From an optimization exercise on the open Yosys and OpenROAD flow, aimed at small area, a short achievable clock period and few clock cycles per item; shortcuts taken in it are not production practice. Where RTL was checked, it was by simulation tests only, not by an equivalence proof against the original. Only the layout flow was run in runs 2 to 6; the RTL was not checked for function there. No activity file was given, so power comes from the tool's default toggle rates.

===== flow/config.mk =====
export PLATFORM = sky130hd
export DESIGN_NAME = tomasulo_core
export DESIGN_NICKNAME = tomasulo_core
export VERILOG_FILES = /design/flow/design.v
export SDC_FILE = /design/flow/constraint.sdc
export NUM_CORES = 4
export LEC_CHECK = 0
export CAP_MARGIN = 20
export CORE_MARGIN = 2
export CORE_UTILIZATION = 40
export SLEW_MARGIN = 20

===== flow/constraint.sdc =====
create_clock -name core_clock -period 5.0 [get_ports {clk}]
set_input_delay 1.0000 -clock core_clock [delete_from_list [all_inputs] [get_ports {clk}]]
set_output_delay 1.0000 -clock core_clock [all_outputs]
set_load 0.01 [all_outputs]

===== flow/design.v =====
`timescale 1ns/10ps
`default_nettype none
module exec_timer (
  input  logic clk,
  input  logic rst_n,
  input  logic start,
  output logic done
);
  localparam int CNT_W = $clog2(3 + 1);
  logic [CNT_W-1:0] count;
  always_ff @(posedge clk) begin
    if (!rst_n) count <= '0;
    else if (start) count <= CNT_W'(3);
    else if (count != '0) count <= count - 1'b1;
  end
  assign done = (count == CNT_W'(1));
endmodule
`default_nettype wire
`timescale 1ns/10ps
`default_nettype none
module add_unit (
  input  logic               clk,
  input  logic               rst_n,
  input  logic               disp_valid,
  input  logic [2:0]         disp_dest,
  input  logic [32-1:0] disp_a,
  input  logic [32-1:0] disp_b,
  output logic               disp_unit_busy,
  output logic               cdb_valid,
  output logic [2:0]         cdb_dest,
  output logic [32-1:0] cdb_data
);
  logic               busy_q;
  logic               done;
  logic [32-1:0] sum_q;
  logic [2:0]         dest_q;
  exec_timer timer_inst (
    .clk   (clk),
    .rst_n (rst_n),
    .start (disp_valid),
    .done  (done)
  );
  always_ff @(posedge clk) begin
    if (!rst_n) busy_q <= 1'b0;
    else if (disp_valid) busy_q <= 1'b1;
    else if (done) busy_q <= 1'b0;
  end
  always_ff @(posedge clk) begin
    if (disp_valid) begin
      sum_q  <= disp_a + disp_b;
      dest_q <= disp_dest;
    end
  end
  assign disp_unit_busy = busy_q;
  assign cdb_valid      = done;
  assign cdb_dest       = dest_q;
  assign cdb_data       = sum_q;
endmodule
`default_nettype wire
`timescale 1ns/10ps
`default_nettype none
module res_station #(
  parameter int DEPTH = 4
) (
  input  logic               clk,
  input  logic               rst_n,
  input  logic               issue_valid,
  input  logic [2:0]         issue_dest,
  input  logic [2:0]         issue_a_src,
  input  logic [32-1:0] issue_a_val,
  input  logic               issue_a_busy,
  input  logic [2:0]         issue_b_src,
  input  logic [32-1:0] issue_b_val,
  input  logic               issue_b_busy,
  output logic               issue_full,
  output logic               disp_valid,
  output logic [2:0]         disp_dest,
  output logic [32-1:0] disp_a,
  output logic [32-1:0] disp_b,
  input  logic               disp_unit_busy,
  input  logic               cdb_valid,
  input  logic [2:0]         cdb_dest,
  input  logic [32-1:0] cdb_data
);
  localparam int IDX_W = $clog2(DEPTH);
  logic [DEPTH-1:0]   in_use;
  logic [DEPTH-1:0]   a_rdy;
  logic [DEPTH-1:0]   b_rdy;
  logic [2:0]         dest_q [DEPTH];
  logic [2:0]         a_src  [DEPTH];
  logic [2:0]         b_src  [DEPTH];
  logic [32-1:0] a_val  [DEPTH];
  logic [32-1:0] b_val  [DEPTH];
  logic [DEPTH-1:0] ready;
  logic [IDX_W-1:0] free_idx;
  logic [IDX_W-1:0] disp_idx;
  assign ready = in_use & a_rdy & b_rdy;
  assign issue_full = &in_use;
  always_comb begin
    free_idx = '0;
    disp_idx = '0;
    for (int i = DEPTH - 1; i >= 0; i--) begin
      if (!in_use[i]) free_idx = IDX_W'(i);
      if (ready[i]) disp_idx = IDX_W'(i);
    end
  end
  assign disp_valid = |ready && !disp_unit_busy;
  assign disp_dest  = dest_q[disp_idx];
  assign disp_a     = a_val[disp_idx];
  assign disp_b     = b_val[disp_idx];
  always_ff @(posedge clk) begin
    if (!rst_n) begin
      in_use <= '0;
    end else begin
      if (disp_valid) begin
        in_use[disp_idx] <= 1'b0;
      end
      if (issue_valid) begin
        in_use[free_idx] <= 1'b1;
      end
    end
  end
  always_ff @(posedge clk) begin
    for (int i = 0; i < DEPTH; i++) begin
      if (in_use[i] && !a_rdy[i] && cdb_valid && cdb_dest == a_src[i]) begin
        a_val[i] <= cdb_data;
        a_rdy[i] <= 1'b1;
      end
      if (in_use[i] && !b_rdy[i] && cdb_valid && cdb_dest == b_src[i]) begin
        b_val[i] <= cdb_data;
        b_rdy[i] <= 1'b1;
      end
    end
    if (issue_valid) begin
      dest_q[free_idx] <= issue_dest;
      a_src[free_idx]  <= issue_a_src;
      b_src[free_idx]  <= issue_b_src;
      a_val[free_idx]  <= issue_a_val;
      b_val[free_idx]  <= issue_b_val;
      a_rdy[free_idx]  <= !issue_a_busy;
      b_rdy[free_idx]  <= !issue_b_busy;
    end
  end
endmodule
`default_nettype wire
`timescale 1ns/10ps
`default_nettype none
module reg_file (
  input  logic                 clk,
  input  logic                 rst_n,
  input  logic                 issue_valid,
  input  logic [2:0]           issue_dest,
  input  logic [2:0]           rd_a_idx,
  input  logic [2:0]           rd_b_idx,
  output logic [32-1:0]   rd_a_data,
  output logic [32-1:0]   rd_b_data,
  output logic                 rd_a_busy,
  output logic                 rd_b_busy,
  output logic [8-1:0] rd_busy,
  input  logic                 cdb_valid,
  input  logic [2:0]           cdb_dest,
  input  logic [32-1:0]   cdb_data,
  input  logic [2:0]           dbg_sel,
  output logic [32-1:0]   dbg_data
);
  logic [32-1:0]   regs [8];
  logic [8-1:0] busy;
  always_comb begin
    if (rd_a_idx == '0) rd_a_data = '0;
    else if (cdb_valid && cdb_dest == rd_a_idx) rd_a_data = cdb_data;
    else rd_a_data = regs[rd_a_idx];
    if (rd_b_idx == '0) rd_b_data = '0;
    else if (cdb_valid && cdb_dest == rd_b_idx) rd_b_data = cdb_data;
    else rd_b_data = regs[rd_b_idx];
  end
  assign rd_a_busy = (rd_a_idx != '0) && busy[rd_a_idx] && !(cdb_valid && cdb_dest == rd_a_idx);
  assign rd_b_busy = (rd_b_idx != '0) && busy[rd_b_idx] && !(cdb_valid && cdb_dest == rd_b_idx);
  assign rd_busy = busy;
  assign dbg_data = (dbg_sel == '0) ? '0 : regs[dbg_sel];
  always_ff @(posedge clk) begin
    if (!rst_n) begin
      busy <= '0;
      for (int i = 0; i < 8; i++) begin
        regs[i] <= (i == 0) ? '0 : 32'(1);
      end
    end else begin
      if (cdb_valid && cdb_dest != '0) begin
        regs[cdb_dest] <= cdb_data;
        busy[cdb_dest] <= 1'b0;
      end
      if (issue_valid && issue_dest != '0) begin
        busy[issue_dest] <= 1'b1;
      end
    end
  end
endmodule
`default_nettype wire
`timescale 1ns/10ps
`default_nettype none
module issue_ctrl (
  input  logic                 clk,
  input  logic                 rst_n,
  input  logic                 instr_req,
  input  logic [11:0]          instr,
  output logic                 instr_ack,
  output logic                 issue_valid,
  output logic [2:0]           issue_dest,
  output logic [2:0]           issue_a_src,
  output logic [32-1:0]   issue_a_val,
  output logic                 issue_a_busy,
  output logic [2:0]           issue_b_src,
  output logic [32-1:0]   issue_b_val,
  output logic                 issue_b_busy,
  input  logic                 issue_full,
  output logic [2:0]           rd_a_idx,
  output logic [2:0]           rd_b_idx,
  input  logic [32-1:0]   rd_a_data,
  input  logic [32-1:0]   rd_b_data,
  input  logic                 rd_a_busy,
  input  logic                 rd_b_busy,
  input  logic [8-1:0] rd_busy
);
  localparam logic [2:0] OP_ADDF = 3'b011;
  localparam logic [1:0] IDLE  = 2'd0;
  localparam logic [1:0] ISSUE = 2'd1;
  localparam logic [1:0] ACK   = 2'd2;
  logic [1:0]  state;
  logic [11:0] instr_q;
  logic [2:0]  op;
  logic [2:0]  dest;
  logic        is_add;
  logic        can_issue;
  assign op        = instr_q[11:9];
  assign dest      = instr_q[8:6];
  assign rd_a_idx  = instr_q[5:3];
  assign rd_b_idx  = instr_q[2:0];
  assign is_add    = (op == OP_ADDF);
  assign can_issue = is_add && !rd_busy[dest] && !issue_full;
  assign issue_valid  = (state == ISSUE) && can_issue;
  assign issue_dest   = dest;
  assign issue_a_src  = rd_a_idx;
  assign issue_a_val  = rd_a_data;
  assign issue_a_busy = rd_a_busy;
  assign issue_b_src  = rd_b_idx;
  assign issue_b_val  = rd_b_data;
  assign issue_b_busy = rd_b_busy;
  assign instr_ack = (state == ACK);
  always_ff @(posedge clk) begin
    if (!rst_n) begin
      state <= IDLE;
    end else begin
      case (state)
        IDLE: if (instr_req) state <= ISSUE;
        ISSUE: if (!is_add || can_issue) state <= ACK;
        ACK: if (!instr_req) state <= IDLE;
        default: state <= IDLE;
      endcase
    end
  end
  always_ff @(posedge clk) begin
    if (state == IDLE && instr_req) begin
      instr_q <= instr;
    end
  end
endmodule
`default_nettype wire
`timescale 1ns/10ps
`default_nettype none
module tomasulo_core (
  input  logic               clk,
  input  logic               rst_n,
  input  logic               instr_req,
  input  logic [11:0]        instr,
  output logic               instr_ack,
  output logic               cdb_valid,
  output logic [2:0]         cdb_dest,
  output logic [32-1:0] cdb_data,
  input  logic [2:0]         dbg_sel,
  output logic [32-1:0] dbg_data
);
  logic                 issue_valid;
  logic [2:0]           issue_dest;
  logic [2:0]           issue_a_src;
  logic [32-1:0]   issue_a_val;
  logic                 issue_a_busy;
  logic [2:0]           issue_b_src;
  logic [32-1:0]   issue_b_val;
  logic                 issue_b_busy;
  logic                 issue_full;
  logic [2:0]           rd_a_idx;
  logic [2:0]           rd_b_idx;
  logic [32-1:0]   rd_a_data;
  logic [32-1:0]   rd_b_data;
  logic                 rd_a_busy;
  logic                 rd_b_busy;
  logic [8-1:0] rd_busy;
  logic                 disp_valid;
  logic [2:0]           disp_dest;
  logic [32-1:0]   disp_a;
  logic [32-1:0]   disp_b;
  logic                 disp_unit_busy;
  issue_ctrl issue_ctrl_inst (
    .clk          (clk),
    .rst_n        (rst_n),
    .instr_req    (instr_req),
    .instr        (instr),
    .instr_ack    (instr_ack),
    .issue_valid  (issue_valid),
    .issue_dest   (issue_dest),
    .issue_a_src  (issue_a_src),
    .issue_a_val  (issue_a_val),
    .issue_a_busy (issue_a_busy),
    .issue_b_src  (issue_b_src),
    .issue_b_val  (issue_b_val),
    .issue_b_busy (issue_b_busy),
    .issue_full   (issue_full),
    .rd_a_idx     (rd_a_idx),
    .rd_b_idx     (rd_b_idx),
    .rd_a_data    (rd_a_data),
    .rd_b_data    (rd_b_data),
    .rd_a_busy    (rd_a_busy),
    .rd_b_busy    (rd_b_busy),
    .rd_busy      (rd_busy)
  );
  reg_file reg_file_inst (
    .clk         (clk),
    .rst_n       (rst_n),
    .issue_valid (issue_valid),
    .issue_dest  (issue_dest),
    .rd_a_idx    (rd_a_idx),
    .rd_b_idx    (rd_b_idx),
    .rd_a_data   (rd_a_data),
    .rd_b_data   (rd_b_data),
    .rd_a_busy   (rd_a_busy),
    .rd_b_busy   (rd_b_busy),
    .rd_busy     (rd_busy),
    .cdb_valid   (cdb_valid),
    .cdb_dest    (cdb_dest),
    .cdb_data    (cdb_data),
    .dbg_sel     (dbg_sel),
    .dbg_data    (dbg_data)
  );
  res_station res_station_inst (
    .clk            (clk),
    .rst_n          (rst_n),
    .issue_valid    (issue_valid),
    .issue_dest     (issue_dest),
    .issue_a_src    (issue_a_src),
    .issue_a_val    (issue_a_val),
    .issue_a_busy   (issue_a_busy),
    .issue_b_src    (issue_b_src),
    .issue_b_val    (issue_b_val),
    .issue_b_busy   (issue_b_busy),
    .issue_full     (issue_full),
    .disp_valid     (disp_valid),
    .disp_dest      (disp_dest),
    .disp_a         (disp_a),
    .disp_b         (disp_b),
    .disp_unit_busy (disp_unit_busy),
    .cdb_valid      (cdb_valid),
    .cdb_dest       (cdb_dest),
    .cdb_data       (cdb_data)
  );
  add_unit add_unit_inst (
    .clk            (clk),
    .rst_n          (rst_n),
    .disp_valid     (disp_valid),
    .disp_dest      (disp_dest),
    .disp_a         (disp_a),
    .disp_b         (disp_b),
    .disp_unit_busy (disp_unit_busy),
    .cdb_valid      (cdb_valid),
    .cdb_dest       (cdb_dest),
    .cdb_data       (cdb_data)
  );
endmodule
`default_nettype wire

===== flow/run.sh =====
#!/bin/bash
# synth_recipe.tcl (not shown) runs the flow's synth.tcl, then flattens the netlist and writes it again
# the make line also repeats each setting of config.mk as NAME=value (left out here)
make -C /OpenROAD-flow-scripts/flow DESIGN_CONFIG=/design/flow/config.mk WORK_HOME=/design/flow/orfs CLKGATE_MAP_FILE= SYNTH_SCRIPT=/design/flow/synth_recipe.tcl finish

==> results of run 1 <==
[registers in the layout, indices dropped and copies added, names as in the netlist, named ones only]
| signal | cells |
|---|---|
| res_station_inst.b_val | 128 |
| res_station_inst.a_rdy | 4 |
| add_unit_inst.dest_q | 3 |
| add_unit_inst.sum_q | 32 |
| issue_ctrl_inst.instr_q | 12 |
| add_unit_inst.busy_q | 1 |
| res_station_inst.dest_q | 12 |
| res_station_inst.b_rdy | 4 |
| res_station_inst.a_val | 128 |
| reg_file_inst.regs | 256 |
| add_unit_inst.timer_inst.count | 2 |
| res_station_inst.b_src | 12 |
| issue_ctrl_inst.state | 2 |
| reg_file_inst.busy | 8 |
| res_station_inst.in_use | 4 |
| res_station_inst.a_src | 12 |
[power by group]
group | internal, mW | switching (mW) | total, mW
logic | 0.584 | 0.770 | 1.35
clock network | 2.82 | 2.13 | 4.95
registers | 5.84 | 0.175 | 6.02
[path summary, 6_finish.rpt]
kind                                 start                      end  slack, ns  cells after the start
min reg2reg  res_station_inst.dest_q[0][0]  add_unit_inst.dest_q[0]       0.52                      2
max             res_station_inst.in_use[3]  add_unit_inst.sum_q[28]       0.71                     14
min          res_station_inst.dest_q[0][0]  add_unit_inst.dest_q[0]       0.52                      2
max reg2reg     res_station_inst.in_use[3]  add_unit_inst.sum_q[28]       0.71                     14
[per-layer routing]
layer | GRT usage, % | routed length (um)
met1 | 32.8 | 42900
met2 | 39.4 | 49500
met3 | 4.01 | 9330
met4 | 11.7 | 5040
met5 | 0 | 16
[layout by cell type (no fill, tap or decap), types with 59 or more instances in the layout]
cell type,netlist,final
nand2_1,745,742
edfxtp_1,595,595
and2_1,251,251
nor2_1,189,183
mux4_2,164,164
clkdlybuf4s50_1,0,83
buf_4,18,78
a21oi_1,71,71
clkbuf_16,0,71
a211oi_1,65,65
mux2i_1,65,65
nor3_1,64,59
[cell families (layout without fill, tap and decap cells)]
| kind of cell | after synthesis | in the layout | synth area share (%) |
|---|---|---|---|
| AOI/OAI and AO/OA | 353 | 353 | 7.07 |
| buffers and inverters | 276 | 350 | 3.45 |
| other | 0 | 1 | 0 |
| DFF | 626 | 626 | 54.6 |
| muxes | 269 | 269 | 14.2 |
| xor gates and xnor gates | 60 | 60 | 1.55 |
| adders and majority gates | 50 | 50 | 1.87 |
| and+or+nand+nor | 1320 | 1320 | 17.3 |
[per-stage QoR]
| step | area (um^2) | cells | power [mW] |
|---|---|---|---|
| 3_5_place_dp | 36200 | 4038 | 7.47 |
| 4_1_cts | 38400 | 4161 | 12.4 |
| 3_3_place_gp | 36200 | 4038 | 7.44 |
| 5_1_grt | 38400 | 4162 | 12.7 |
| 6_report | 38400 | 4163 | 12.3 |
| 2_1_floorplan | 33900 | 2954 | 6.93 |
[final cells by class]
type | count | area, um^2
clock inverter | 30 | 228
antenna | 1 | 2.50
clock buffer | 93 | 1900
multi-input combinational | 2052 | 14500
sequential | 626 | 18500
inverter | 55 | 206
timing repair buffer | 172 | 1610
tap | 1134 | 1420
fill | 7452 | 45300
[cell usage after synthesis, types with 13 or more instances]
cell type  number  area, um^2
a21oi_1        71         355
inv_1          52         195
edfxtp_1      595       17900
o21ai_0        48         240
mux4_2        164        3690
buf_1          16        60.1
buf_4          18         135
ha_1           49         613
xor2_1         21         184
clkbuf_1      151         567
o22ai_1        48         300
dfxtp_1        31         621
a211oi_1       65         488
and2_1        251        1570
nor2b_1        13        81.3
mux2_2         40         450
mux2i_1        65         651
nand2_1       745        2800
nor3_1         64         320
xnor2_1        39         342
nor2_1        189         709
buf_2          32         160
nand3_1        17        85.1
a222oi_1       18         180
a221oi_1       31         272
[worst reg2reg max path: stages, from the launching register on]
cell and delay [ns]:
dfxtp_1 0.41, nand3_1 0.31, a31oi_4 0.55, buf_4 0.29
nor2_1 0.06, nor3_1 0.28, fa_1 0.29, a21oi_1 0.10
nor2_1 0.16, o211ai_1 0.20, o21a_1 0.30, nor4_1 0.60
o31a_1 0.29, nor3_1 0.08, a211oi_1 0.20
==> qor.csv, run 1 <==
stage,metric,value,unit
outcome,outcome,timing/DRC/antenna clean,
timing,slew_headroom,27.9,%
timing,finalMaxSlewViolations,0,
critical_path,crit_family,compound AO/OA/AOI/OAI gates,
job,drv_cap,0,
clock_network,clk_pin_slew,0.06,ns
yosys,syn-cell-area,0.0339,mm^2
power_and_ir_drop,ir_drop,218,uV
floorplanning,floorplan.die.height,295,um
clock_network,clock-sinks,626,
timing,finalHoldViolations,0,
yosys,synthCells,2954,
timing,skew,0.0243,ns
clock_network,cts_max_level,3,
floorplanning,initial_core_util,40.5,%
floorplanning,core_area,0.0837,mm^2
placement,gp_congestion,0.935,
placement,portBuffers,86,
clock_network,ctsResizeCount,0,
floorplanning,ioPinCount,87,
timing,min_period_over_period,85.8,%
critical_path,worstSetupEndpointType,register,
routing,vias,24600,
yosys,yosysWarnings,5,
critical_path,path_cells,nand3_1 > a31oi_4 > buf_4 > nor2_1 > nor3_1 > fa_1 > a21oi_1 > nor2_1 > o211ai_1 > o21a_1 > nor4_1 > o31a_1 > nor3_1 > a211oi_1,
critical_path,crit_buf_inv,1,
yosys,yosysSeqAreaShare,54.6,%
clock_network,max-clock-path-buffers,3,
critical_path,path_max_fanout,11,
yosys,ys_types,61,
routing,drt-total-wl,107,mm
routing,dr.pass1.iters,7,
hold_path,worstHoldPathType,register to register,
global_routing,grt_max_degree,66,
timing,fin_ws,0.708,ns
routing,drt_iter0_drc,2834,
yosys,synth_async_sr_flop_share,0,%
yosys,ys_seq_elements,626,
power_and_ir_drop,power_density,321,mW/mm^2
critical_path,arrival,4.73,ns
yosys,syn_nets,3022,
floorplanning,die_w,295,um
timing,hold_ws,0.521,ns
yosys,synth_ff_type,edfxtp_1,
routing,routedWlPerCell,25.6,um
floorplanning,rows,106,
timing,tightestPinTransition,1.08,ns
finish,drive_above_1_share,14.4,%
clock_network,post_cts_buffers,0,
timing,fin_setup_tns,0,ns
floorplanning,die_area,0.0870,mm^2
placement,detailed_place_hpwl,66.5,mm
global_routing,antenna_found_initial,2,
clock_network,cts-buffers-inserted,69,
clock_network,clkLatencyLatePin,0.62,ns
timing,rsz0062_at_grt,no,
critical_path,critPathKind,register to register,
routing,routed_via_density,5.90,
critical_path,critPathMaxStageDelay,0.60,ns
routing,ant_nets,0,
finish,syn_to_final_growth,13.4,%
global_routing,grt_pass1_vias,24800,
global_routing,grt_usage,24.6,%
clock_network,cts_tree,built,
yosys,synth_area_per_cell,11.5,um^2
critical_path,cp_slowest_cell,nor4_1,
global_routing,grt.overflow.total,0,
placement,detailedPlace.worstSlack,0.726,ns
timing,max_freq,233,MHz
yosys,synth_edf_count,595,
routing,drc,0,
finish,final_util,45.9,%
power_and_ir_drop,total_leakage_power,14.3,nW
critical_path,cp.required,5.44,ns
timing,period_minus_slack,4.29,ns
critical_path,start_kind,register,
clock_network,holdBufCountCts,0,
clock_network,clockRootBuffer,clkbuf_16,
global_routing,grt_pass1_wl,158,mm
timing,setup-violations-final,0,
finish,final_nets,3044,
Testbench counts, summed over its fixed seeds: cycles 16,002, items 3,200.
==> run 2, diff against run 1 <==
==> flow/design.v (replaced) <==
`timescale 1ns/10ps
`default_nettype none
module add_unit (
  input  logic               clk,
  input  logic               rst_n,
  input  logic               step_b,
  input  logic [2:0]         wr_dest,
  input  logic [32-1:0] rd_data,
  output logic [32-1:0] sum,
  output logic               cdb_valid,
  output logic [2:0]         cdb_dest,
  output logic [32-1:0] cdb_data
);
  logic [32-1:0] acc_q;
  assign sum = (step_b ? acc_q : '0) + rd_data;
  always_ff @(posedge clk) begin
    acc_q    <= sum;
    cdb_dest <= wr_dest;
  end
  always_ff @(posedge clk) begin
    if (!rst_n) cdb_valid <= 1'b0;
    else cdb_valid <= step_b;
  end
  assign cdb_data = acc_q;
endmodule
`default_nettype wire
`timescale 1ns/10ps
`default_nettype none
module reg_file (
  input  logic               clk,
  input  logic               rst_n,
  input  logic               wr_en,
  input  logic [2:0]         wr_dest,
  input  logic [32-1:0] wr_data,
  input  logic [8-2:0] rd_sel,
  output logic [32-1:0] rd_data,
  input  logic [2:0]         dbg_sel,
  output logic [32-1:0] dbg_data
);
  logic [32-1:0] regs [1:8-1];
  logic [32-1:0] wd;
  always_comb begin
    rd_data = '0;
    for (int i = 1; i < 8; i++) rd_data |= rd_sel[i-1] ? regs[i] : '0;
  end
  assign dbg_data = (dbg_sel == '0) ? '0 : regs[dbg_sel];
  assign wd = rst_n ? wr_data : 32'(1);
  always_ff @(posedge clk) begin
    for (int i = 1; i < 8; i++) begin
      if (!rst_n || (wr_en && wr_dest == 3'(i))) regs[i] <= wd;
    end
  end
endmodule
`default_nettype wire
`timescale 1ns/10ps
`default_nettype none
module issue_ctrl (
  input  logic                 clk,
  input  logic                 rst_n,
  input  logic                 instr_req,
  input  logic [11:0]          instr,
  output logic                 instr_ack,
  output logic [8-2:0] rd_sel,
  output logic                 step_a,
  output logic                 step_b,
  output logic [2:0]           wr_dest
);
  localparam logic [2:0] OP_ADDF = 3'b011;
  logic       req_q;
  logic       new_req;
  logic [2:0] b_q;
  logic [8-2:0] a_oh;
  logic [8-2:0] b_oh;
  always_comb begin
    for (int i = 1; i < 8; i++) begin
      a_oh[i-1] = (instr[5:3] == 3'(i));
      b_oh[i-1] = (b_q == 3'(i));
    end
  end
  assign instr_ack = instr_req;
  assign new_req   = instr_req && !req_q;
  always_ff @(posedge clk) req_q <= instr_req;
  always_ff @(posedge clk) begin
    if (!rst_n) begin
      step_a <= 1'b0;
      step_b <= 1'b0;
    end else begin
      step_a <= new_req && (instr[11:9] == OP_ADDF);
      step_b <= step_a;
    end
  end
  always_ff @(posedge clk) begin
    if (new_req) begin
      b_q     <= instr[2:0];
      wr_dest <= instr[8:6];
    end
  end
  always_ff @(posedge clk) begin
    rd_sel <= new_req ? a_oh : b_oh;
  end
endmodule
`default_nettype wire
`timescale 1ns/10ps
`default_nettype none
module tomasulo_core (
  input  logic               clk,
  input  logic               rst_n,
  input  logic               instr_req,
  input  logic [11:0]        instr,
  output logic               instr_ack,
  output logic               cdb_valid,
  output logic [2:0]         cdb_dest,
  output logic [32-1:0] cdb_data,
  input  logic [2:0]         dbg_sel,
  output logic [32-1:0] dbg_data
);
  logic [8-2:0] rd_sel;
  logic [32-1:0] rd_data;
  logic               step_a;
  logic               step_b;
  logic [2:0]         wr_dest;
  logic [32-1:0] sum;
  issue_ctrl issue_ctrl_inst (
    .clk       (clk),
    .rst_n     (rst_n),
    .instr_req (instr_req),
    .instr     (instr),
    .instr_ack (instr_ack),
    .rd_sel    (rd_sel),
    .step_a    (step_a),
    .step_b    (step_b),
    .wr_dest   (wr_dest)
  );
  reg_file reg_file_inst (
    .clk      (clk),
    .rst_n    (rst_n),
    .wr_en    (step_b),
    .wr_dest  (wr_dest),
    .wr_data  (sum),
    .rd_sel   (rd_sel),
    .rd_data  (rd_data),
    .dbg_sel  (dbg_sel),
    .dbg_data (dbg_data)
  );
  add_unit add_unit_inst (
    .clk       (clk),
    .rst_n     (rst_n),
    .step_b    (step_b),
    .wr_dest   (wr_dest),
    .rd_data   (rd_data),
    .sum       (sum),
    .cdb_valid (cdb_valid),
    .cdb_dest  (cdb_dest),
    .cdb_data  (cdb_data)
  );
endmodule
`default_nettype wire
--- a/flow/config.mk
+++ b/flow/config.mk
@@ -7,5 +7,6 @@
 export LEC_CHECK = 0
 export CAP_MARGIN = 20
 export CORE_MARGIN = 2
-export CORE_UTILIZATION = 40
+export CORE_UTILIZATION = 60
+export SETUP_SLACK_MARGIN = 1.5
 export SLEW_MARGIN = 20
==> run 2 against run 1 <==
Still clean on timing, DRC and antenna. Non-clock buffer count shrank 13. Clock skew shrank 0.0032 ns. Cell area shrank 56%. Die area shrank 72%. Global-route usage grew 8.7 points. Final cell count shrank 62%. Via count shrank 57%. Hold slack lost 0.12 ns. Clock-buffer cell count shrank 56. Synthesized area shrank 60%. Register-to-register slack gained 0.83 ns. Wire length shrank 61%. Highest routed layer is now met4.
==> qor.csv, run 2 <==
stage,metric,value,unit
routing,routed_via_density,6.67,
routing,routedWlPerCell,25.9,um
finish,largestRegisters,"reg_file_inst.regs: 224 flops, add_unit_inst.acc_q: 32 flops, issue_ctrl_inst.rd_sel: 7 flops",
routing,drt_iter0_drc,1590,
critical_path,cp.required,4.00,ns
global_routing,antenna_found_initial,0,
placement,dpl-instance-area,0.0149,mm^2
routing,drt-total-wl,41.1,mm
yosys,synth_edf_count,230,
clock_network,holdBufCountCts,0,
job,drv_cap,0,
finish,final_cell_mix,"edfxtp_1 (230), a21oi_1 (99), nor2_1 (85), a22oi_1 (72), nand2_1 (65)",
floorplanning,initial_core_util,60.8,%
placement,detailed_place_hpwl,24.2,mm
placement,dp.cells,1503,
finish,largest-register,reg_file_inst.regs,
timing,fin_setup_tns,0,ns
finish,drive_above_1_share,17.4,%
floorplanning,die_area,0.0240,mm^2
yosys,ys_types,66,
floorplanning,rows,55,
yosys,synth.most_common_cell,edfxtp_1,
yosys,synthCells,1174,
finish,multi_input_area,0.00596,mm^2
timing,finalMaxSlewViolations,0,
global_routing,grt.overflow.total,0,
routing,drc,0,
finish,largest_reg_flops,224,
floorplanning,core_area,0.0225,mm^2
critical_path,path_max_fanout,10,
yosys,syn-cell-area,0.0137,mm^2
hold_path,hold_depth,0,
yosys,synth_area_per_cell,11.6,um^2
power_and_ir_drop,power.internal,4.49,mW
finish,final_common_cell,edfxtp_1,
power_and_ir_drop,power_density,358,mW/mm^2
clock_network,clock-sinks,276,
clock_network,cts-buffers-inserted,28,
yosys,ys_top_cells_by_count,"edfxtp_1 (230), a21oi_1 (104), nor2_1 (90)",
critical_path,rrSetupSlack,1.54,ns
timing,finalHoldViolations,0,
yosys,syn_nets,1226,
routing,vias,10600,
yosys,synth.area.top_cells,"edfxtp_1 (51%), dfxtp_1 (6.7%), mux2i_1 (4.8%)",
placement,detailedPlace.worstSlack,0.954,ns
timing,setup-violations-final,0,
yosys,synth_ff_type,edfxtp_1,
placement,gp_congestion,0.921,
global_routing,grt_pass1_vias,10100,
critical_path,startpoint,dbg_sel[1],
power_and_ir_drop,p_seq_share,47.0,%
critical_path,setup.worst_path.end,dbg_data[12],
finish,fill_cells,1477,
floorplanning,floorplan.die.height,155,um
critical_path,path_cells,buf_6 > buf_12 > or2_4 > buf_4 > a21oi_1 > nor2_2 > clkdlybuf4s50_1,
yosys,yosysSeqAreaShare,57.2,%
power_and_ir_drop,p_clk_share,36.2,%
power_and_ir_drop,power_switching,1.59,mW
yosys,yosysTopAreaCell,edfxtp_1,
timing,fin_ws,1.54,ns
critical_path,r2r_cells,10,
critical_path,critPathMaxStageDelay,0.48,ns
timing,period_minus_slack,3.46,ns
finish,final-seq-area,0.00784,mm^2
clock_network,clockRootBuffer,clkbuf_16,
finish,diodes,0,
critical_path,r2r-start,issue_ctrl_inst.rd_sel[3],
routing,dr.pass1.iters,7,
timing,max_freq,289,MHz
clock_network,clk_pin_slew,0.06,ns
timing,rsz0062_at_grt,yes,
yosys,synth_async_sr_flop_share,0,%
placement,portBuffers,86,
critical_path,start_kind,primary input,
floorplanning,die_w,155,um
global_routing,grt_max_degree,38,
hold_path,worstHoldPathType,register to register,
timing,slew_headroom,28.1,%
global_routing,grt_pass1_wl,59.8,mm
critical_path,worstSetupEndpointType,primary output,
critical_path,r2r_end,reg_file_inst.regs[3][24],
finish,stdcell_count,1590,
yosys,yosysWarnings,36,
yosys,synth_top_area_share,50.5,%
power_and_ir_drop,total_leakage_power,6.48,nW
routing,ant_nets,0,
clock_network,max-clock-path-buffers,3,
critical_path,arrival,2.46,ns
finish,final_nets,1335,
power_and_ir_drop,swShare,26.1,%
timing,skew,0.0212,ns
power_and_ir_drop,ir_drop,320,uV
clock_network,clkLatencyLatePin,0.55,ns
timing,tightestPinTransition,1.08,ns
critical_path,critPathKind,primary input to primary output,
power_and_ir_drop,combPwrFrac,16.9,%
finish,syn_to_final_growth,24.2,%
yosys,ys_seq_elements,276,
critical_path,cp_slowest_cell,clkdlybuf4s50_1,
finish,fin_area,0.0170,mm^2
timing,min_period_over_period,69.2,%
global_routing,grt_usage,33.3,%
clock_network,cts_tree,built,
clock_network,cts_max_level,1,
floorplanning,ioPinCount,87,
outcome,outcome,timing/DRC/antenna clean,
run 2: cell count changes in the layout (fill, tap and decap cells not counted), sizes merged, moves of 53 or more:
| cell | delta |
|---|---|
| mux4 | -164 |
| clkbuf | -53 |
| nor2 | -99 |
| a22oi | +65 |
| edfxtp | -365 |
| nor3 | -54 |
| nand2 | -682 |
| a211oi | -60 |
| and2 | -198 |
run 2: layer usage:
layer	GRT usage [%]	routed length [um]	vias up
li1	-	-	4753
met1	47.0	16500	5155
met2	53.7	18900	626
met3	6.66	4810	69
met4	7.94	881	0
met5	0	0	-
run 2: cell families (layout without fill, tap and decap cells):
group	after synthesis	after routing	share of synthesized area [%]
adders and majority gates	34	34	3.17
buffers and inverters	96	227	2.80
xor gates and xnor gates	25	25	1.60
muxes	79	79	5.90
AOI/OAI and AO/OA	343	343	17.9
and+or+nand+nor	321	321	11.4
DFF	276	276	57.2
run 2: layout make-up:
class                   count  share of cell area (%)
flip-flops and latches    276                    46.1
multi-input cells         802                    35.1
repair buffers            159                    10.6
clock buffers              37                    4.68
well taps                 285                    2.10
clock inverters            15                    1.04
inverters                  16                   0.354
run 2: through the flow:
step                      hold WS (ns)  util, %  power (mW)
final                            0.399     75.5        6.08
after global routing             0.417     75.5        6.27
after CTS                        0.395     73.3        5.99
after detailed placement         0.381     66.4        3.79
after global placement           0.383     66.4        3.77
after floorplan                  0.362        -        3.37
run 2: power groups by stage:
stage / clock [mW] / combinational (mW) / sequential [mW]
after floorplan: 0 / 0.488 / 2.88
after global placement: 0 / 0.886 / 2.89
after detailed placement: 0 / 0.896 / 2.89
after CTS: 2.20 / 0.952 / 2.84
after global routing: 2.31 / 1.09 / 2.87
final: 2.20 / 1.03 / 2.85
run 2: worst min path at each step:
stage / startpoint / endpoint / slack, ns
after floorplan: issue_ctrl_inst.wr_dest[2] / add_unit_inst.cdb_dest[2] / 0.36
after global placement: issue_ctrl_inst.wr_dest[2] / add_unit_inst.cdb_dest[2] / 0.38
after detailed placement: issue_ctrl_inst.wr_dest[2] / add_unit_inst.cdb_dest[2] / 0.38
after CTS: issue_ctrl_inst.wr_dest[2] / add_unit_inst.cdb_dest[2] / 0.40
after global routing: issue_ctrl_inst.wr_dest[2] / add_unit_inst.cdb_dest[2] / 0.42
final: issue_ctrl_inst.wr_dest[2] / add_unit_inst.cdb_dest[2] / 0.40
run 2: worst max-delay path, delay by kind of cell:
kind | cells | cell delay (ns)
AND/OR/NAND/NOR | 2 | 0.36
buffers and inverters | 4 | 0.95
AO/OA/AOI/OAI | 1 | 0.15
run 2: repair_timing:
action                     4_1_cts  5_1_grt
buffers inserted                10       15
setup endpoints to repair      137      153
resized for setup               88       61
gates cloned                     7        3
pin swaps                       10       35
==> run 3, diff against run 2 <==
--- a/flow/config.mk
+++ b/flow/config.mk
@@ -8,5 +8,5 @@
 export CAP_MARGIN = 20
 export CORE_MARGIN = 2
 export CORE_UTILIZATION = 60
-export SETUP_SLACK_MARGIN = 1.5
+export SETUP_SLACK_MARGIN = 2.0
 export SLEW_MARGIN = 20
==> run 3 against run 2 <==
Fmax decreased by 0.15%. Wire length increased by 18%. Sequential cell count unchanged. Clock power decreased by 2%. Clock-buffer cell count increased by 2. Largest power group unchanged. Final cell count increased by 7.6%. Synthesized cell count unchanged. Non-clock buffer count increased by 121. Via count increased by 12%. Clock skew decreased by 0.0070 ns. Utilization increased by 10 points. Synthesized area unchanged.
==> qor.csv, run 3 <==
stage,metric,value,unit
outcome,outcome,timing/DRC/antenna clean,
timing,min_period_over_period,69.3,%
yosys,ys_top_cells_by_count,"edfxtp_1 (230), a21oi_1 (104), nor2_1 (90)",
critical_path,start_kind,register,
power_and_ir_drop,swShare,27.5,%
floorplanning,die_w,155,um
global_routing,grt_use_met3,8.86,%
timing,setup-violations-final,0,
clock_network,cts-buffers-inserted,28,
critical_path,path_max_fanout,16,
clock_network,cts_tree,built,
yosys,synth_area_per_cell,11.6,um^2
clock_network,holdBufCountCts,0,
placement,gp_congestion,0.926,
routing,vias,11900,
timing,tightestPinTransition,0.827,ns
finish,largestRegisters,"reg_file_inst.regs: 224 flops, add_unit_inst.acc_q: 32 flops, issue_ctrl_inst.rd_sel: 7 flops",
power_and_ir_drop,power_density,329,mW/mm^2
yosys,synth_edf_count,230,
floorplanning,core_area,0.0225,mm^2
global_routing,grt_usage,37.2,%
floorplanning,initial_core_util,60.8,%
timing,skew,0.0142,ns
yosys,yosysTopAreaCell,edfxtp_1,
critical_path,cp.required,5.34,ns
placement,dp.cells,1502,
timing,rsz0062_at_grt,yes,
finish,stdcell_count,1711,
timing,finalMaxSlewViolations,0,
power_and_ir_drop,power.total,6.34,mW
finish,final_nets,1457,
yosys,synth.area.top_cells,"edfxtp_1 (51%), dfxtp_1 (6.7%), mux2i_1 (4.8%)",
routing,routedWlPerCell,28.3,um
power_and_ir_drop,power.internal,4.60,mW
floorplanning,rows,55,
finish,largest_reg_flops,224,
finish,fill_cells,1040,
timing,fin_setup_tns,0,ns
routing,dr.pass1.iters,9,
global_routing,grt-busiest-layer,met2,
critical_path,critPathMaxStageDelay,0.35,ns
global_routing,grt.overflow.total,0,
timing,fin_ws,1.54,ns
clock_network,clockRootBuffer,clkbuf_16,
critical_path,path_cells,buf_4 > bufbuf_16 > a22oi_1 > nand3_1 > ha_4 > nand4_1 > a211oi_2 > a21oi_2 > buf_6 > buf_4 > buf_6 > a211oi_2 > nor3_2 > nor3_4,
power_and_ir_drop,p_clk_share,34.1,%
power_and_ir_drop,power_switching,1.74,mW
routing,drt-total-wl,48.5,mm
critical_path,arrival,3.80,ns
clock_network,clk_pin_slew,0.06,ns
global_routing,grt_pass1_vias,11400,
clock_network,clock-sinks,276,
job,drv_cap,0,
global_routing,antenna_found_initial,0,
clock_network,max-clock-path-buffers,3,
global_routing,use_met2,60.7,%
finish,largest-register,reg_file_inst.regs,
finish,final_common_cell,edfxtp_1,
floorplanning,floorplan.die.height,155,um
yosys,syn_nets,1226,
timing,finalHoldViolations,0,
power_and_ir_drop,total_leakage_power,7.32,nW
yosys,synth_async_sr_flop_share,0,%
power_and_ir_drop,p_seq_share,45.4,%
placement,detailedPlace.worstSlack,0.985,ns
critical_path,crit_family,compound AO/OA/AOI/OAI gates,
finish,syn_to_final_growth,41.2,%
clock_network,clkLatencyLatePin,0.55,ns
timing,slew_headroom,44.9,%
global_routing,grt_pass1_wl,66.4,mm
power_and_ir_drop,combPwrFrac,20.5,%
hold_path,worstHoldPathType,register to register,
timing,period_minus_slack,3.46,ns
yosys,synthCells,1174,
yosys,ys_types,66,
placement,portBuffers,86,
yosys,synth_ff_type,edfxtp_1,
finish,drive_above_1_share,38.2,%
routing,drt_iter0_drc,1798,
routing,ant_nets,0,
critical_path,crit_buf_inv,5,
yosys,yosysSeqAreaShare,57.2,%
placement,detailed_place_hpwl,24.6,mm
yosys,syn-cell-area,0.0137,mm^2
finish,final_util,85.8,%
critical_path,cp_slowest_cell,dfxtp_4,
yosys,synth_top_area_share,50.5,%
global_routing,met1_usage,48.5,%
floorplanning,ioPinCount,87,
clock_network,cts_max_level,1,
yosys,ys_seq_elements,276,
critical_path,critPathKind,register to register,
finish,diodes,0,
finish,final_cell_mix,"edfxtp_1 (230), buf_4 (103), a22oi_1 (68), nor2_1 (67), nand2_1 (62)",
global_routing,grt_max_degree,35,
yosys,synth.most_common_cell,edfxtp_1,
routing,routed_via_density,6.94,
power_and_ir_drop,ir_drop,300,uV
timing,max_freq,289,MHz
routing,drc,0,
critical_path,worstSetupEndpointType,register,
yosys,yosysWarnings,36,
floorplanning,die_area,0.0240,mm^2
run 3: cell counts after synthesis:
Identical to the previous run, type by type.
run 3: layout make-up:
class / instances / area, um^2 / area share (%)
sequential: 276 / 7840 / 40.6
multi-input combinational: 803 / 6930 / 35.9
timing repair buffer: 280 / 3160 / 16.4
clock buffer: 39 / 833 / 4.32
tap: 285 / 357 / 1.85
clock inverter: 12 / 116 / 0.603
inverter: 16 / 60.1 / 0.311
run 3: cell families after synthesis:
| family | Yosys count | synth area share, % |
|---|---|---|
| compound gates | 343 | 17.9 |
| xor+xnor | 25 | 1.60 |
| fa+ha+maj | 34 | 3.17 |
| buf+inv | 96 | 2.80 |
| flops | 276 | 57.2 |
| mux | 79 | 5.90 |
| simple gates | 321 | 11.4 |
run 3: per-layer routing:
layer	share of wire [%]	vias up	wire length, um
li1	-	4995	-
met1	36	5787	17500
met2	47	936	22900
met3	13	156	6270
met4	3.8	0	1870
met5	0	-	0
run 3: repair_timing:
item                                    in CTS  in global routing
pin swaps                                  125                103
resized for setup                          382                150
hold endpoints to repair                     0                  0
gates cloned                                14                  3
endpoints found under the setup margin     242                237
setup buffers                               98                 43
run 3: through the flow:
| stage | cell area (um^2) | hold WS (ns) |
|---|---|---|
| 3_3_place_gp | 15100 | 0.400 |
| 6_report | 19300 | 0.426 |
| 3_5_place_dp | 15100 | 0.421 |
| 2_1_floorplan | 14000 | 0.362 |
| 5_1_grt | 19300 | 0.446 |
| 4_1_cts | 18300 | 0.434 |
run 3: path summary, 6_finish.rpt:
path | start | to | slack [ns] | depth (start not counted)
worst max-delay path | issue_ctrl_inst.rd_sel[0] | reg_file_inst.regs[3][23] | 1.54 | 14
worst min-delay path | issue_ctrl_inst.wr_dest[2] | add_unit_inst.cdb_dest[2] | 0.43 | 0
worst max register to register | issue_ctrl_inst.rd_sel[0] | reg_file_inst.regs[3][23] | 1.54 | 14
worst min register to register | issue_ctrl_inst.wr_dest[2] | add_unit_inst.cdb_dest[2] | 0.43 | 0
run 3: power groups by stage:
stage	combinational (mW)	sequential, mW	clock, mW
floorplan	0.521	2.88	0
global placement	0.900	2.89	0
detailed placement	0.909	2.90	0
CTS	1.13	2.85	2.14
global route	1.36	2.89	2.25
finish	1.30	2.88	2.16
run 3: worst reg2reg max path: cells and delay by family, from the launching register on:
family | cells | cell delay (ns)
AO/OA/AOI/OAI | 4 | 0.94
flip-flops | 1 | 0.35
adder cells (fa/ha/maj) | 1 | 0.35
buffers and inverters | 5 | 0.82
AND/OR/NAND/NOR | 4 | 0.79
==> run 4, diff against run 3 <==
--- a/flow/design.v
+++ b/flow/design.v
@@ -43,7 +43,12 @@
     rd_data = '0;
     for (int i = 1; i < 8; i++) rd_data |= rd_sel[i-1] ? regs[i] : '0;
   end
-  assign dbg_data = (dbg_sel == '0) ? '0 : regs[dbg_sel];
+  logic [8-2:0] dbg_oh;
+  always_comb begin
+    for (int i = 1; i < 8; i++) dbg_oh[i-1] = (dbg_sel == 3'(i));
+    dbg_data = '0;
+    for (int i = 1; i < 8; i++) dbg_data |= dbg_oh[i-1] ? regs[i] : '0;
+  end
   assign wd = rst_n ? wr_data : 32'(1);
   always_ff @(posedge clk) begin
     for (int i = 1; i < 8; i++) begin
--- a/flow/config.mk
+++ b/flow/config.mk
@@ -8,5 +8,7 @@
 export CAP_MARGIN = 20
 export CORE_MARGIN = 2
 export CORE_UTILIZATION = 60
-export SETUP_SLACK_MARGIN = 2.0
+export CTS_BUF_LIST = sky130_fd_sc_hd__clkbuf_8
+export CTS_CLUSTER_SIZE = 30
+export SETUP_SLACK_MARGIN = 1.5
 export SLEW_MARGIN = 20
==> run 4 against run 3 <==
Die area fell by 4.2%. Sequential share of layout area increased by 6.8 points. Cell area down 14%. Synthesized area is 4.3% lower. Non-clock buffer count down 104. Hold slack worse by 0.017 ns. Critical endpoint is now reg_file_inst.regs[3][29]. Largest cell class unchanged.
==> qor.csv, run 4 <==
stage,metric,value,unit
outcome,outcome,timing/DRC/antenna clean,
yosys,synth_area_per_cell,13.0,um^2
global_routing,grt_max_degree,42,
timing,slew_headroom,58.8,%
finish,final_common_cell,edfxtp_1,
yosys,synth.area.top_cells,"edfxtp_1 (53%), dfxtp_1 (7.0%), a22oi_1 (4.7%)",
finish,drive_above_1_share,24.1,%
floorplanning,die_w,152,um
power_and_ir_drop,ir_drop,282,uV
finish,largest_reg_flops,224,
finish,stdcell_count,1484,
timing,finalMaxSlewViolations,0,
clock_network,clock-sinks,276,
power_and_ir_drop,power.total,5.76,mW
yosys,ys_seq_elements,276,
yosys,yosysTopAreaCell,edfxtp_1,
floorplanning,core_area,0.0216,mm^2
power_and_ir_drop,power_density,348,mW/mm^2
yosys,synthCells,1010,
global_routing,grt_usage,33.7,%
yosys,synth_top_area_share,52.8,%
clock_network,cts_max_level,2,
global_routing,grt_pass1_wl,56.1,mm
job,drv_cap,0,
timing,finalHoldViolations,0,
timing,hold_ws,0.409,ns
placement,gp_congestion,0.889,
clock_network,cts_tree,built,
clock_network,holdBufCountCts,0,
placement,dp.cells,1348,
yosys,yosysSeqAreaShare,59.8,%
finish,final_util,76.5,%
routing,ant_nets,0,
routing,dr.pass1.iters,5,
placement,portBuffers,86,
clock_network,clkLatencyLatePin,0.56,ns
finish,final_cell_mix,"edfxtp_1 (230), a22oi_1 (82), buf_4 (61), nand2_1 (53), clkdlybuf4s50_1 (52)",
timing,skew,0.0203,ns
timing,rsz0062_at_grt,yes,
yosys,yosysWarnings,4,
timing,min_period_over_period,70.3,%
timing,setup-violations-final,0,
yosys,synth.most_common_cell,edfxtp_1,
floorplanning,floorplan.die.height,152,um
floorplanning,die_area,0.0230,mm^2
yosys,synth_ff_type,edfxtp_1,
floorplanning,ioPinCount,87,
global_routing,grt_pass1_vias,9512,
critical_path,start_kind,register,
floorplanning,rows,54,
critical_path,arrival,3.84,ns
critical_path,cp.required,5.33,ns
routing,routedWlPerCell,26.3,um
timing,period_minus_slack,3.51,ns
hold_path,worstHoldPathType,register to register,
routing,routed_via_density,6.59,
clock_network,clockRootBuffer,clkbuf_8,
critical_path,path_max_fanout,9,
floorplanning,initial_core_util,60.5,%
finish,syn_to_final_growth,26.5,%
yosys,synth_async_sr_flop_share,0,%
yosys,synth_edf_count,230,
routing,drt_iter0_drc,1229,
yosys,ys_types,59,
clock_network,cts-buffers-inserted,44,
global_routing,antenna_found_initial,2,
yosys,syn-cell-area,0.0131,mm^2
yosys,syn_nets,1064,
timing,tightestPinTransition,0.618,ns
critical_path,worstSetupEndpointType,register,
timing,fin_setup_tns,0,ns
routing,vias,9779,
yosys,ys_top_cells_by_count,"edfxtp_1 (230), a22oi_1 (82), and2_1 (55), nand2_1 (55)",
finish,final_nets,1224,
placement,detailed_place_hpwl,23.0,mm
global_routing,grt.overflow.total,0,
timing,max_freq,285,MHz
routing,drt-total-wl,39.0,mm
clock_network,clk_pin_slew,0.06,ns
routing,drc,0,
clock_network,max-clock-path-buffers,3,
power_and_ir_drop,total_leakage_power,6.41,nW
finish,largestRegisters,"reg_file_inst.regs: 224 flops, add_unit_inst.acc_q: 32 flops, issue_ctrl_inst.rd_sel: 7 flops",
finish,largest-register,reg_file_inst.regs,
critical_path,critPathKind,register to register,
run 4: cell count changes after synthesis, moves of 12 or more:
cell	previous run	this run
mux2i_1	66	21
a22o_1	0	15
a221oi_1	1	13
mux4_2	0	17
nand2b_1	24	11
clkbuf_1	62	46
a21oi_1	104	46
o22ai_1	18	1
nor2_1	90	37
run 4: logic make-up (layout without fill, tap and decap cells):
kind of cell               after synthesis  in the layout  share of synthesized area [%]
xor gates and xnor gates                28             28                           1.87
DFF                                    276            276                           59.8
adders and majority gates               36             36                           3.50
muxes                                   61             61                           6.51
and+or+nand+nor                        232            232                           8.90
other                                    0              2                              0
buffers and inverters                   86            278                           2.56
AOI/OAI and AO/OA                      291            291                           16.8
run 4: stage by stage:
stage / worst slack, ns / instance area [um^2]
6_report: 1.49 / 16500
5_1_grt: 1.37 / 16500
4_1_cts: 1.42 / 16100
3_5_place_dp: 0.808 / 14400
3_3_place_gp: 0.830 / 14400
2_1_floorplan: 1.60 / 13100
run 4: what timing repair did:
| item | CTS | global route |
|---|---|---|
| buffers inserted | 29 | 19 |
| resized for setup | 123 | 63 |
| cloned | 8 | 0 |
| pin swaps | 32 | 42 |
| setup endpoints to repair | 152 | 120 |
run 4: routing by layer:
metal,track usage [%],vias to the layer above,routed length (um)
li1,-,4336,-
met1,47.0,4735,15500
met2,52.2,624,17800
met3,9.61,84,4800
met4,9.91,0,1020
met5,0,-,0
run 4: cell type report:
type | instances | area, um^2
Multi-Input combinational cell | 648 | 5460
Tap cell | 280 | 350
Fill cell | 1373 | 5070
Timing Repair Buffer | 176 | 1910
Clock inverter | 30 | 233
Sequential cell | 276 | 7850
Clock buffer | 48 | 661
Inverter | 24 | 90.1
Antenna cell | 2 | 5.00
run 4: power by group:
| group | switching, mW | internal, mW |
|---|---|---|
| logic | 0.531 | 0.414 |
| registers | 0.111 | 2.73 |
| clock network | 0.884 | 1.09 |
| total | 1.53 | 4.24 |
run 4: final timing paths:
check	startpoint	to	slack, ns	cells after the start
worst min register to register	issue_ctrl_inst.wr_dest[2]	add_unit_inst.cdb_dest[2]	0.41	0
worst max register to register	issue_ctrl_inst.rd_sel[3]	reg_file_inst.regs[3][29]	1.49	11
worst min-delay path	issue_ctrl_inst.wr_dest[2]	add_unit_inst.cdb_dest[2]	0.41	0
worst max-delay path	issue_ctrl_inst.rd_sel[3]	reg_file_inst.regs[3][29]	1.49	11
run 4: worst max-delay path: stages (launching register included):
cell	delay, ns
dfxtp_4	0.40
buf_6	0.17
a222oi_1	0.44
nand3_2	0.25
ha_4	0.35
nand2_1	0.10
a211oi_4	0.32
nand4_1	0.19
a31oi_4	0.27
o21ai_4	0.11
a31oi_4	0.25
mux2i_4	0.42
==> run 5, diff against run 4 <==
--- a/flow/design.v
+++ b/flow/design.v
@@ -12,7 +12,11 @@
   output logic [32-1:0] cdb_data
 );
   logic [32-1:0] acc_q;
-  assign sum = (step_b ? acc_q : '0) + rd_data;
+  prefix_add #(.W(32)) adder_inst (
+    .a   (step_b ? acc_q : '0),
+    .b   (rd_data),
+    .sum (sum)
+  );
   always_ff @(posedge clk) begin
     acc_q    <= sum;
     cdb_dest <= wr_dest;
@@ -22,6 +26,34 @@
     else cdb_valid <= step_b;
   end
   assign cdb_data = acc_q;
+endmodule
+module prefix_add #(
+  parameter int W = 32
+) (
+  input  logic [W-1:0] a,
+  input  logic [W-1:0] b,
+  output logic [W-1:0] sum
+);
+  localparam int L = $clog2(W);
+  logic [W-1:0] g [L+1];
+  logic [W-1:0] p [L+1];
+  always_comb begin
+    g[0] = a & b;
+    p[0] = a ^ b;
+    for (int l = 0; l < L; l++) begin
+      for (int i = 0; i < W; i++) begin
+        if ((i >> l) & 1) begin
+          g[l+1][i] = g[l][i] | (p[l][i] & g[l][((i >> l) << l) - 1]);
+          p[l+1][i] = p[l][i] & p[l][((i >> l) << l) - 1];
+        end else begin
+          g[l+1][i] = g[l][i];
+          p[l+1][i] = p[l][i];
+        end
+      end
+    end
+    sum[0] = p[0][0];
+    for (int i = 1; i < W; i++) sum[i] = p[0][i] ^ g[L][i-1];
+  end
 endmodule
 `default_nettype wire
 `timescale 1ns/10ps
--- a/flow/config.mk
+++ b/flow/config.mk
@@ -8,7 +8,5 @@
 export CAP_MARGIN = 20
 export CORE_MARGIN = 2
 export CORE_UTILIZATION = 60
-export CTS_BUF_LIST = sky130_fd_sc_hd__clkbuf_8
-export CTS_CLUSTER_SIZE = 30
 export SETUP_SLACK_MARGIN = 1.5
 export SLEW_MARGIN = 20
==> run 5 against run 4 <==
Still clean. Clock power rose by 11%. Clock-buffer cell count fell by 9. Highest routed layer unchanged. Clock skew fell by 0.0092 ns. Synthesized cell count fell by 9.1%. Sequential power barely moved. Final cell count fell by 9.4%.
==> qor.csv, run 5 <==
stage,metric,value,unit
yosys,ys_seq_elements,276,
yosys,synth_async_sr_flop_share,0,%
yosys,yosysTopAreaCell,edfxtp_1,
floorplanning,die_w,149,um
critical_path,path_max_fanout,17,
finish,final_cell_mix,"edfxtp_1 (230), a22oi_1 (92), clkdlybuf4s50_1 (52), nand2_1 (49), and2_1 (44)",
clock_network,clk_pin_slew,0.06,ns
timing,finalHoldViolations,0,
power_and_ir_drop,power_density,370,mW/mm^2
job,drv_cap,0,
floorplanning,ioPinCount,87,
yosys,ys_top_cells_by_count,"edfxtp_1 (230), a22oi_1 (93), and2_1 (61)",
global_routing,antenna_found_initial,0,
finish,syn_to_final_growth,25.3,%
critical_path,arrival,3.87,ns
timing,min_period_over_period,71.4,%
critical_path,critPathKind,register to register,
timing,rsz0062_at_grt,yes,
yosys,syn_nets,971,
power_and_ir_drop,total_leakage_power,6.24,nW
timing,setup-violations-final,0,
timing,period_minus_slack,3.57,ns
clock_network,max-clock-path-buffers,3,
yosys,synthCells,918,
placement,detailed_place_hpwl,19.8,mm
timing,slew_headroom,56.0,%
floorplanning,core_area,0.0208,mm^2
yosys,syn-cell-area,0.0126,mm^2
global_routing,grt_max_degree,43,
critical_path,cp.required,5.29,ns
clock_network,clkLatencyLatePin,0.55,ns
yosys,synth_top_area_share,54.7,%
global_routing,grt_pass1_wl,52.3,mm
floorplanning,initial_core_util,60.6,%
clock_network,cts-buffers-inserted,28,
hold_path,worstHoldPathType,register to register,
yosys,yosysWarnings,7,
yosys,synth_area_per_cell,13.7,um^2
finish,final_util,75.9,%
outcome,outcome,timing/DRC/antenna clean,
yosys,synth.most_common_cell,edfxtp_1,
yosys,yosysSeqAreaShare,62.0,%
finish,largestRegisters,"reg_file_inst.regs: 224 flops, add_unit_inst.acc_q: 32 flops, issue_ctrl_inst.rd_sel: 7 flops",
global_routing,grt_usage,31.5,%
yosys,synth_ff_type,edfxtp_1,
floorplanning,floorplan.die.height,149,um
yosys,ys_types,57,
floorplanning,die_area,0.0222,mm^2
finish,drive_above_1_share,24.0,%
timing,skew,0.0111,ns
routing,routed_via_density,6.68,
critical_path,start_kind,register,
clock_network,cts_max_level,1,
routing,ant_nets,0,
clock_network,clockRootBuffer,clkbuf_16,
global_routing,grt_pass1_vias,9128,
power_and_ir_drop,ir_drop,306,uV
global_routing,grt.overflow.total,0,
routing,drt_iter0_drc,992,
clock_network,clock-sinks,276,
finish,final_common_cell,edfxtp_1,
timing,fin_setup_tns,0,ns
critical_path,worstSetupEndpointType,register,
floorplanning,rows,53,
placement,portBuffers,86,
routing,drc,0,
yosys,synth_edf_count,230,
routing,routedWlPerCell,26.1,um
routing,vias,8973,
finish,final_nets,1100,
clock_network,cts_tree,built,
placement,gp_congestion,0.842,
yosys,synth.area.top_cells,"edfxtp_1 (55%), dfxtp_1 (7.3%), a22oi_1 (5.5%)",
timing,tightestPinTransition,0.661,ns
finish,diodes,0,
timing,max_freq,280,MHz
timing,finalMaxSlewViolations,0,
routing,dr.pass1.iters,8,
finish,largest-register,reg_file_inst.regs,
power_and_ir_drop,power.total,5.85,mW
routing,drt-total-wl,35.1,mm
finish,largest_reg_flops,224,
## run 5: cells by family (layout without fill, tap and decap cells)
logic type,after synthesis,after routing,share of synthesized area [%]
adders and majority gates,35,35,3.77
AOI/OAI and AO/OA,236,236,14.4
xor gates and xnor gates,25,25,1.74
DFF,276,276,62.0
muxes,62,62,7.07
buffers and inverters,72,223,2.22
and+or+nand+nor,212,212,8.80
## run 5: worst max-delay path, cell delays in order, from the launching register on
cell and delay, ns:
dfxtp_2 0.70, buf_4 0.39, a22oi_1 0.14, nand3_1 0.11, ha_1 0.28, a21o_1 0.18, a21o_1 0.19, a21oi_2 0.18
nor2_2 0.07, a21oi_4 0.27, o21a_4 0.25, buf_4 0.14, o21bai_4 0.07, xor2_2 0.15, and2_4 0.17
## run 5: final timing paths
check | from | end | slack (ns) | cells past startpoint
min reg2reg | issue_ctrl_inst.wr_dest[2] | add_unit_inst.cdb_dest[2] | 0.41 | 0
min | issue_ctrl_inst.wr_dest[2] | add_unit_inst.cdb_dest[2] | 0.41 | 0
max reg2reg | issue_ctrl_inst.rd_sel[5] | reg_file_inst.regs[2][27] | 1.43 | 14
max | issue_ctrl_inst.rd_sel[5] | reg_file_inst.regs[2][27] | 1.43 | 14
## run 5: timing repair
action / in CTS / in global routing
endpoints found under the setup margin: 184 / 147
buffers inserted: 22 / 9
hold buffers: 0 / 0
resized for setup: 97 / 73
gates cloned: 6 / 0
pin swaps: 8 / 34
## run 5: cell type report
type / count / area, um^2
Sequential cell: 276 / 7840
Fill cell: 1303 / 5010
Multi-Input combinational cell: 570 / 4820
Timing Repair Buffer: 157 / 1770
Clock buffer: 39 / 843
Tap cell: 275 / 344
Clock inverter: 13 / 143
Inverter: 14 / 55.1
## run 5: layer usage
layer / track usage, % / part of all wire [%] / vias up
li1: - / - / 3888
met1: 41.7 / 39 / 4518
met2: 53.2 / 50 / 498
met3: 4.95 / 8.4 / 69
met4: 11.4 / 2.4 / 0
met5: 0 / 0 / -
## run 5: report_power, final
part           total [mW]  internal [mW]  switching [mW]  leakage, nW
clock network        2.19           1.33           0.861        0.495
logic               0.810          0.377           0.433         3.01
registers            2.85           2.73           0.120         2.73
## run 5: through the flow
step	cells	setup WS, ns	instance area, um^2	hold WS, ns
finish	1344	1.43	15800	0.411
global route	1344	1.31	15800	0.425
CTS	1334	1.42	15500	0.421
detailed placement	1254	0.875	13900	0.407
global placement	1254	0.915	13900	0.409
floorplan	918	1.58	12600	0.362
==> run 6, diff against run 5 <==
--- a/flow/design.v
+++ b/flow/design.v
@@ -59,32 +59,44 @@
 `timescale 1ns/10ps
 `default_nettype none
 module reg_file (
-  input  logic               clk,
-  input  logic               rst_n,
-  input  logic               wr_en,
-  input  logic [2:0]         wr_dest,
-  input  logic [32-1:0] wr_data,
-  input  logic [8-2:0] rd_sel,
-  output logic [32-1:0] rd_data,
-  input  logic [2:0]         dbg_sel,
-  output logic [32-1:0] dbg_data
-);
-  logic [32-1:0] regs [1:8-1];
-  logic [32-1:0] wd;
-  always_comb begin
-    rd_data = '0;
+  input  logic                 clk,
+  input  logic                 rst_n,
+  input  logic                 wr_en,
+  input  logic [2:0]           wr_dest,
+  input  logic [32-1:0]   wr_data,
+  input  logic [8-2:0] rd_sel_d,
+  output logic [32-1:0]   rd_data,
+  input  logic [2:0]           dbg_sel,
+  output logic [32-1:0]   dbg_data
+);
+  logic [32-1:0]   regs [1:8-1];
+  logic [8-2:0] fresh;
+  logic [8-2:0] fresh_d;
+  logic [8-2:0] wr_oh;
+  logic [8-2:0] rd_sel;
+  logic                 rd_fresh;
+  logic [8-2:0] dbg_oh;
+  always_comb begin
+    for (int i = 1; i < 8; i++) wr_oh[i-1] = wr_en && (wr_dest == 3'(i));
+    fresh_d = rst_n ? (fresh & ~wr_oh) : '1;
+  end
+  always_ff @(posedge clk) begin
+    fresh    <= fresh_d;
+    rd_sel   <= rd_sel_d & ~fresh_d;
+    rd_fresh <= |(rd_sel_d & fresh_d);
+  end
+  always_comb begin
+    rd_data = 32'(1) & {32{rd_fresh}};
     for (int i = 1; i < 8; i++) rd_data |= rd_sel[i-1] ? regs[i] : '0;
   end
-  logic [8-2:0] dbg_oh;
   always_comb begin
     for (int i = 1; i < 8; i++) dbg_oh[i-1] = (dbg_sel == 3'(i));
-    dbg_data = '0;
-    for (int i = 1; i < 8; i++) dbg_data |= dbg_oh[i-1] ? regs[i] : '0;
-  end
-  assign wd = rst_n ? wr_data : 32'(1);
+    dbg_data = 32'(1) & {32{|(dbg_oh & fresh)}};
+    for (int i = 1; i < 8; i++) dbg_data |= (dbg_oh[i-1] && !fresh[i-1]) ? regs[i] : '0;
+  end
   always_ff @(posedge clk) begin
     for (int i = 1; i < 8; i++) begin
-      if (!rst_n || (wr_en && wr_dest == 3'(i))) regs[i] <= wd;
+      if (wr_oh[i-1]) regs[i] <= wr_data;
     end
   end
 endmodule
@@ -97,7 +109,7 @@
   input  logic                 instr_req,
   input  logic [11:0]          instr,
   output logic                 instr_ack,
-  output logic [8-2:0] rd_sel,
+  output logic [8-2:0] rd_sel_d,
   output logic                 step_a,
   output logic                 step_b,
   output logic [2:0]           wr_dest
@@ -132,9 +144,7 @@
       wr_dest <= instr[8:6];
     end
   end
-  always_ff @(posedge clk) begin
-    rd_sel <= new_req ? a_oh : b_oh;
-  end
+  assign rd_sel_d = new_req ? a_oh : b_oh;
 endmodule
 `default_nettype wire
 `timescale 1ns/10ps
@@ -151,7 +161,7 @@
   input  logic [2:0]         dbg_sel,
   output logic [32-1:0] dbg_data
 );
-  logic [8-2:0] rd_sel;
+  logic [8-2:0] rd_sel_d;
   logic [32-1:0] rd_data;
   logic               step_a;
   logic               step_b;
@@ -163,7 +173,7 @@
     .instr_req (instr_req),
     .instr     (instr),
     .instr_ack (instr_ack),
-    .rd_sel    (rd_sel),
+    .rd_sel_d  (rd_sel_d),
     .step_a    (step_a),
     .step_b    (step_b),
     .wr_dest   (wr_dest)
@@ -174,7 +184,7 @@
     .wr_en    (step_b),
     .wr_dest  (wr_dest),
     .wr_data  (sum),
-    .rd_sel   (rd_sel),
+    .rd_sel_d (rd_sel_d),
     .rd_data  (rd_data),
     .dbg_sel  (dbg_sel),
     .dbg_data (dbg_data)
==> run 6 against run 5 <==
Still clean. Register-to-register slack barely moved. Hold slack worse by 0.0064 ns. Utilization rose by 2.8 points. Synthesized cell count shrank 7.2%. Global-route usage is 1.8 points higher. Wire length grew 4.6%. First-iteration DRC count is 37% higher. Cell area is 2.8% lower. Sequential share of layout area up 2.5 points. Via count increased by 0.57%. Non-clock buffer count is 7 higher.
==> qor.csv, run 6 <==
stage,metric,value,unit
timing,finalHoldViolations,0,
yosys,syn-cell-area,0.0120,mm^2
routing,routed-wl-met3,4.65,mm
global_routing,grt_max_degree,33,
yosys,ys_seq_elements,284,
finish,drive_above_1_share,22.1,%
timing,fin_setup_tns,0,ns
finish,fin_area,0.0154,mm^2
finish,diodes,0,
global_routing,grt_pass1_wl,53.1,mm
routing,ant_nets,0,
critical_path,r2r_cells,13,
critical_path,start_kind,register,
timing,skew,0.00874,ns
yosys,yosysTopAreaCell,edfxtp_1,
power_and_ir_drop,total_leakage_power,5.21,nW
critical_path,worstSetupEndpointType,register,
clock_network,clkLatencyLatePin,0.54,ns
clock_network,max-clock-path-buffers,3,
finish,fill_cells,1137,
floorplanning,core_area,0.0195,mm^2
routing,routed_via_density,7.03,
placement,portBuffers,86,
timing,setup-violations-final,0,
critical_path,critPathKind,register to register,
clock_network,cts-buffers-inserted,28,
floorplanning,ioPinCount,87,
routing,drt_iter0_drc,1356,
finish,largestRegisters,"reg_file_inst.regs: 224 flops, add_unit_inst.acc_q: 32 flops",
global_routing,grt_usage,33.2,%
finish,multi_input_area,0.00433,mm^2
global_routing,grt_pass1_vias,9136,
finish,final_util,78.7,%
yosys,synthCells,852,
routing,dr.pass1.iters,8,
hold_path,worstHoldPathType,register to register,
yosys,yosysSeqAreaShare,66.7,%
critical_path,r2r-start,reg_file_inst.rd_sel[6],
timing,rsz0062_at_grt,yes,
timing,finalMaxSlewViolations,0,
placement,dpl-instance-area,0.0133,mm^2
yosys,synth_async_sr_flop_share,0,%
finish,final_nets,1049,
yosys,syn_nets,905,
routing,wl_met1,12.9,mm
clock_network,cts_max_level,1,
timing,period_minus_slack,3.56,ns
global_routing,antenna_found_initial,0,
finish,final-seq-area,0.00801,mm^2
power_and_ir_drop,power.total,4.76,mW
clock_network,cts_tree,built,
finish,largest-register,reg_file_inst.regs,
critical_path,arrival,3.86,ns
routing,drt-total-wl,36.8,mm
finish,syn_to_final_growth,28.4,%
global_routing,grt.overflow.total,0,
floorplanning,rows,51,
routing,highest_layer,met4,
routing,wl_met2,17.5,mm
routing,routedWlPerCell,28.6,um
outcome,outcome,timing/DRC/antenna clean,
critical_path,r2r_end,reg_file_inst.regs[2][30],
finish,largest_reg_flops,224,
placement,gp_congestion,0.857,
finish,final_cell_mix,"edfxtp_1 (230), a22oi_1 (125), nand3_1 (64), a222oi_1 (62), clkdlybuf4s50_1 (51)",
floorplanning,die_area,0.0211,mm^2
yosys,synth_edf_count,230,
yosys,synth.most_common_cell,edfxtp_1,
finish,final_common_cell,edfxtp_1,
routing,vias,9024,
yosys,ys_top_cells_by_count,"edfxtp_1 (230), a22oi_1 (125), nand3_1 (65)",
-- run 6: critical path: stages, from the launching register on --
cell and delay (ns):
dfxtp_4 0.41, buf_6 0.15, a222oi_1 0.32, nand3_1 0.19, ha_4 0.34, nand4_1 0.14, or4_1 0.52, o22a_1 0.21
a31oi_4 0.29, a41oi_2 0.20, nand2b_1 0.17, a21oi_2 0.09, xnor2_2 0.15, buf_6 0.13
-- run 6: area by class of cell --
| type | instances | area share, % |
|---|---|---|
| clock buffers | 43 | 5.45 |
| clock inverters | 9 | 0.806 |
| multi-input cells | 510 | 28.2 |
| well taps | 265 | 2.16 |
| repair buffers | 164 | 11.1 |
| inverters | 8 | 0.195 |
| flip-flops and latches | 284 | 52.1 |
-- run 6: where the power goes --
| part | total (mW) | leakage [nW] | switching (mW) | internal, mW |
|---|---|---|---|---|
| Combinational | 0.0561 | 2.63 | 0.0282 | 0.0278 |
| Clock | 2.18 | 0.476 | 0.871 | 1.31 |
| Sequential | 2.53 | 2.10 | 0.00430 | 2.53 |
| Total | 4.76 | 5.21 | 0.903 | 3.86 |
-- run 6: how the worst min path moves through the flow --
| stage | endpoint | slack (ns) | cells past startpoint |
|---|---|---|---|
| 2_1_floorplan | add_unit_inst.cdb_dest[1] | 0.36 | 0 |
| 3_3_place_gp | add_unit_inst.cdb_dest[1] | 0.37 | 0 |
| 3_5_place_dp | add_unit_inst.cdb_dest[1] | 0.38 | 0 |
| 4_1_cts | add_unit_inst.cdb_dest[1] | 0.40 | 0 |
| 5_1_grt | add_unit_inst.cdb_dest[1] | 0.42 | 0 |
| 6_report | add_unit_inst.cdb_dest[1] | 0.40 | 0 |
-- run 6: cells by family after synthesis --
group / after synthesis / synth area share, %
flops: 284 / 66.7
compound gates: 253 / 17.0
simple gates: 193 / 8.25
buf+inv: 58 / 1.85
fa+ha+maj: 35 / 3.97
xor+xnor: 24 / 1.75
mux: 5 / 0.449
-- run 6: through the flow --
stage	setup WS, ns	std cells
6_report	1.44	1283
5_1_grt	1.29	1283
4_1_cts	1.46	1264
3_5_place_dp	0.573	1181
3_3_place_gp	0.710	1181
2_1_floorplan	1.63	852
-- run 6: layer usage --
metal  global-route usage (%)  up-vias
met4                     15.3        0
met2                     53.9      686
li1                         -     3814
met1                     43.9     4384
met3                     6.19      140
met5                        0        -
-- run 6: timing repair --
| action | 4_1_cts | 5_1_grt |
|---|---|---|
| gates cloned | 4 | 3 |
| buffers inserted | 27 | 16 |
| resized for setup | 181 | 55 |
| setup endpoints to repair | 215 | 168 |
| endpoints found under the hold margin | 0 | 0 |
| pin swaps | 76 | 50 |
